Background: an optimization exercise with open tools, aiming at small area. Do not read the settings as production practice. Power and IR drop assume default switching activity.

== run Y ==
==> flow/design.v (excerpt) <==
module trafficGenerator
(
	input logic update,
	input logic rst,
	input logic moveTick,
	input logic [9:0] xCount,
	input logic [9:0] yCount,
	output logic [115-1:0] traffic
);
	localparam [3:0] NONE = 4'd7;
	logic [9:0] ph1;
	logic [8:0] ph2;
	logic oddCar;
	logic spd2, left;
	assign spd2 = (yCount >= 10'd96 && yCount < 10'd160) || (yCount >= 10'd192 && yCount < 10'd224)
		|| (yCount >= 10'd296 && yCount < 10'd320) || (yCount >= 10'd344 && yCount < 10'd416);
	assign left = (yCount >= 10'd120 && yCount < 10'd224) || yCount >= 10'd320;
	logic [3:0] laneCode;
	logic [11:0] inLane;
	assign inLane[0] = ((yCount[9:4] == 6'd4) && (yCount[3:0] >= 4'd11)) || ((yCount[9:4] == 6'd5) && (yCount[3:0] < 4'd11));
	assign inLane[1] = ((yCount[9:4] == 6'd6) && (yCount[3:0] >= 4'd4)) || ((yCount[9:4] == 6'd7) && (yCount[3:0] < 4'd4));
	assign inLane[2] = ((yCount[9:4] == 6'd7) && (yCount[3:0] >= 4'd13)) || ((yCount[9:4] == 6'd8) && (yCount[3:0] < 4'd13));
	assign inLane[3] = ((yCount[9:4] == 6'd10) && (yCount[3:0] >= 4'd15)) || ((yCount[9:4] == 6'd11) && (yCount[3:0] < 4'd15));
  ...
Size: ~680 cells after synthesis, roughly 39 flip-flops, about 4600 µm² of cells after synthesis.
==> flow/config.mk <==
export PLATFORM = sky130hd
export DESIGN_NAME = trafficGenerator
export DESIGN_NICKNAME = trafficGenerator
export VERILOG_FILES = /design/flow/design.v
export SDC_FILE = /design/flow/constraint.sdc
export NUM_CORES = 4
export LEC_CHECK = 0
export ABC_AREA = 1
export CAP_MARGIN = 10
export CORE_MARGIN = 2
export CORE_UTILIZATION = 50
export CTS_BUF_LIST = sky130_fd_sc_hd__clkbuf_8
export CTS_CLUSTER_DIAMETER = 200
export CTS_CLUSTER_SIZE = 50
export SLEW_MARGIN = 10
==> flow/constraint.sdc <==
create_clock -name core_clock -period 5.0 [get_ports {update}]
set_input_delay 1.0000 -clock core_clock [delete_from_list [all_inputs] [get_ports {update}]]
set_output_delay 1.0000 -clock core_clock [all_outputs]
set_load 0.01 [all_outputs]
standard.sh (not shown) runs the stock make flow with config.mk's settings and CLKGATE_MAP_FILE= SYNTH_SCRIPT=/design/flow/synth_recipe.tcl, a recipe that flattens the netlist after the stock synthesis.
==> flow/flow/run.sh <==
#!/bin/bash
# The standard layout (as standard.sh runs it) with these changes:
#  - synthesis maps the logic with ABC's area script flow/area.abc (flow/synth.tcl),
#  - ports are buffered with sky130_fd_sc_hd__buf_1 instead of the flow's pick,
#  - after the floorplan, the constant outputs share one tie cell (flow/merge_ties.tcl).
# Each tool's output goes to a log here (make.log, merge_ties.log, write_def.log);
# ORFS's own logs stay under orfs/logs.
set -euo pipefail
W=$PWD
export AREA_ABC_SCRIPT=$W/flow/area.abc
export BUFFER_PORTS_ARGS="-buffer_cell sky130_fd_sc_hd__buf_1"
# one clock cluster, no dummy loads
export CTS_ARGS="-sink_clustering_enable -repair_clock_nets -buf_list sky130_fd_sc_hd__clkbuf_8 -sink_clustering_size 50 -sink_clustering_max_diameter 500 -dont_use_dummy_load"
R=$W/orfs/results/$FLOW_PLATFORM/trafficGenerator/base
orfs() {
  make -C "$FLOW_HOME" DESIGN_CONFIG="$W/config.mk" WORK_HOME="$W/orfs" CLKGATE_MAP_FILE= \
    SYNTH_SCRIPT="$W/flow/synth.tcl" "$@"
}
orfs floorplan > "$W/make_floorplan.log" 2>&1
TIE_ODB=$R/2_floorplan.odb openroad -no_init -exit "$W/flow/merge_ties.tcl" > "$W/merge_ties.log" 2>&1
orfs finish > "$W/make.log" 2>&1
: # left out here: write the final layout as DEF
Other scripts of this flow, unchanged in this note and not shown: flow/flow/area.abc, flow/flow/merge_ties.tcl, flow/flow/synth.tcl
Changes in run X relative to run Y:
-- flow/design.v --
<<< run Y, line 17
	assign left = (yCount >= 10'd120 && yCount < 10'd224) || yCount >= 10'd320;
	logic [3:0] laneCode;
	logic [11:0] inLane;
	assign inLane[0] = ((yCount[9:4] == 6'd4) && (yCount[3:0] >= 4'd11)) || ((yCount[9:4] == 6'd5) && (yCount[3:0] < 4'd11));
	assign inLane[1] = ((yCount[9:4] == 6'd6) && (yCount[3:0] >= 4'd4)) || ((yCount[9:4] == 6'd7) && (yCount[3:0] < 4'd4));
	assign inLane[2] = ((yCount[9:4] == 6'd7) && (yCount[3:0] >= 4'd13)) || ((yCount[9:4] == 6'd8) && (yCount[3:0] < 4'd13));
	assign inLane[3] = ((yCount[9:4] == 6'd10) && (yCount[3:0] >= 4'd15)) || ((yCount[9:4] == 6'd11) && (yCount[3:0] < 4'd15));
	assign inLane[4] = ((yCount[9:4] == 6'd12) && (yCount[3:0] >= 4'd8)) || ((yCount[9:4] == 6'd13) && (yCount[3:0] < 4'd8));
	assign inLane[5] = ((yCount[9:4] == 6'd14) && (yCount[3:0] >= 4'd1)) || ((yCount[9:4] == 6'd15) && (yCount[3:0] < 4'd1));
	assign inLane[6] = ((yCount[9:4] == 6'd17) && (yCount[3:0] >= 4'd3)) || ((yCount[9:4] == 6'd18) && (yCount[3:0] < 4'd3));
	assign inLane[7] = ((yCount[9:4] == 6'd18) && (yCount[3:0] >= 4'd12)) || ((yCount[9:4] == 6'd19) && (yCount[3:0] < 4'd12));
	assign inLane[8] = ((yCount[9:4] == 6'd20) && (yCount[3:0] >= 4'd5)) || ((yCount[9:4] == 6'd21) && (yCount[3:0] < 4'd5));
	assign inLane[9] = ((yCount[9:4] == 6'd21) && (yCount[3:0] >= 4'd14)) || ((yCount[9:4] == 6'd22) && (yCount[3:0] < 4'd14));
	assign inLane[10] = (yCount[9:4] == 6'd25);
	assign inLane[11] = ((yCount[9:4] == 6'd26) && (yCount[3:0] >= 4'd9)) || ((yCount[9:4] == 6'd27) && (yCount[3:0] < 4'd9));
	always_comb
	begin
		laneCode = (|inLane) ? 4'd0 : NONE;
		if (inLane[1]) laneCode = laneCode | 4'd8;
		if (inLane[2]) laneCode = laneCode | 4'd9;
		if (inLane[3]) laneCode = laneCode | 4'd1;
		if (inLane[4]) laneCode = laneCode | 4'd10;
		if (inLane[5]) laneCode = laneCode | 4'd2;
		if (inLane[6]) laneCode = laneCode | 4'd3;
		if (inLane[7]) laneCode = laneCode | (oddCar ? 4'd15 : 4'd14);
		if (inLane[8]) laneCode = laneCode | 4'd4;
		if (inLane[9]) laneCode = laneCode | 4'd11;
		if (inLane[10]) laneCode = laneCode | 4'd12;
		if (inLane[11]) laneCode = laneCode | 4'd5;
	end
	function automatic logic [10:0] fastAdd(input logic [10:0] a, input logic [10:0] b, input logic cin);
>>> run X, line 17
	assign left = (yCount >= 10'd120 && yCount < 10'd224) || yCount >= 10'd320;
	logic [3:0] laneCode;
	always_comb
	begin
		laneCode = NONE;
		if (yCount > 10'd74 && yCount < 10'd91) laneCode = 4'd0;
		if (yCount > 10'd99 && yCount < 10'd116) laneCode = 4'd8;
		if (yCount > 10'd124 && yCount < 10'd141) laneCode = 4'd9;
		if (yCount > 10'd174 && yCount < 10'd191) laneCode = 4'd1;
		if (yCount > 10'd199 && yCount < 10'd216) laneCode = 4'd10;
		if (yCount > 10'd224 && yCount < 10'd241) laneCode = 4'd2;
		if (yCount > 10'd274 && yCount < 10'd291) laneCode = 4'd3;
		if (yCount > 10'd299 && yCount < 10'd316) laneCode = oddCar ? 4'd15 : 4'd14;
		if (yCount > 10'd324 && yCount < 10'd341) laneCode = 4'd4;
		if (yCount > 10'd349 && yCount < 10'd366) laneCode = 4'd11;
		if (yCount > 10'd399 && yCount < 10'd416) laneCode = 4'd12;
		if (yCount > 10'd424 && yCount < 10'd441) laneCode = 4'd5;
	end
	function automatic logic [10:0] fastAdd(input logic [10:0] a, input logic [10:0] b, input logic cin);
<<< run Y, line 56
			gn = gg;
			pn = pp;
			for (int i = d; i < 11; i++)
			begin
				gn[i] = gg[i] | (pp[i] & gg[i - d]);
				pn[i] = pp[i] & pp[i - d];
			end
			gg = gn;
			pp = pn;
>>> run X, line 44
			gn = gg;
			pn = pp;
			for (int i = 0; i < 11; i++)
				if ((i / d) % 2 == 1)
				begin
					gn[i] = gg[i] | (pp[i] & gg[(i / d) * d - 1]);
					pn[i] = pp[i] & pp[(i / d) * d - 1];
				end
			gg = gn;
			pp = pn;
### Flow results
- Run X has completed all stages; timing, DRC and antenna checks passed.
- Re placed wire-length estimate after detailed placement: run X and run Y aren't equal, and the higher value belongs to run X.
- Area occupied by registers: run X vs run Y — no meaningful difference
- Run X vs run Y — static leakage power rose about 4%.
- In run X, the time the final worst path needs with I/O delays and setup came out 0.053 ns below the value in run Y.
- Compare run X and run Y | biggest fanout along the worst timing path higher: run Y
- Compared with run Y, run X shows a met2 capacity usage during global routing that is 1.6 points lower.
- The count of buffers from port buffering of run Y and that of run X are within noise of each other.
- Between run X and run Y, sum of routed wire length over all layers is lower for run X, run Y comes in above that.
- Comparing run X with run Y, the via count came out essentially unchanged.
- Area after synthesis for run X: 55 µm² down relative to run Y
- After synthesis and placement, the instance count of run X is below that of run Y.
- Lower logic gate share of total power was reported by run Y, not run X.
- Cmp run X vs run Y: multi-input combinational gate total lower in run X
No run of this note included a check of the RTL's function; only the layout flow was run.

-- separate check: timing with driven ports --
No port has a modelled driver above. Below, the same layouts with a new extraction and two added sets of constraints. Step 1 assumes that a clkbuf_16 drives the clock port and a buf_2 every other input. Step 2 moves the port delays by t, midway between the first and last clock arrival at a register: inputs arrive t later, outputs are due t later. That takes back most of the time a late clock gives input paths. Slacks: no drivers / after step 1 / after step 2; pairs: no drivers / after step 1.
run	t, ns	setup WS [ns]	hold slack, ns	slew at the worst register clock pin (ns)	pins driven straight from the clock port
run Y	0.315	0.157 / 0.125 / 0.440	0.459 / 0.459 / 0.459	0.07 / 0.07	1
run X	0.315	0.210 / 0.176 / 0.002	0.475 / 0.475 / 0.475	0.09 / 0.09	1
After both steps every run listed still meets setup and hold. For run X, which loses most, drivers alone change the setup slack by -0.034 ns; drivers and shift together by -0.208 ns.
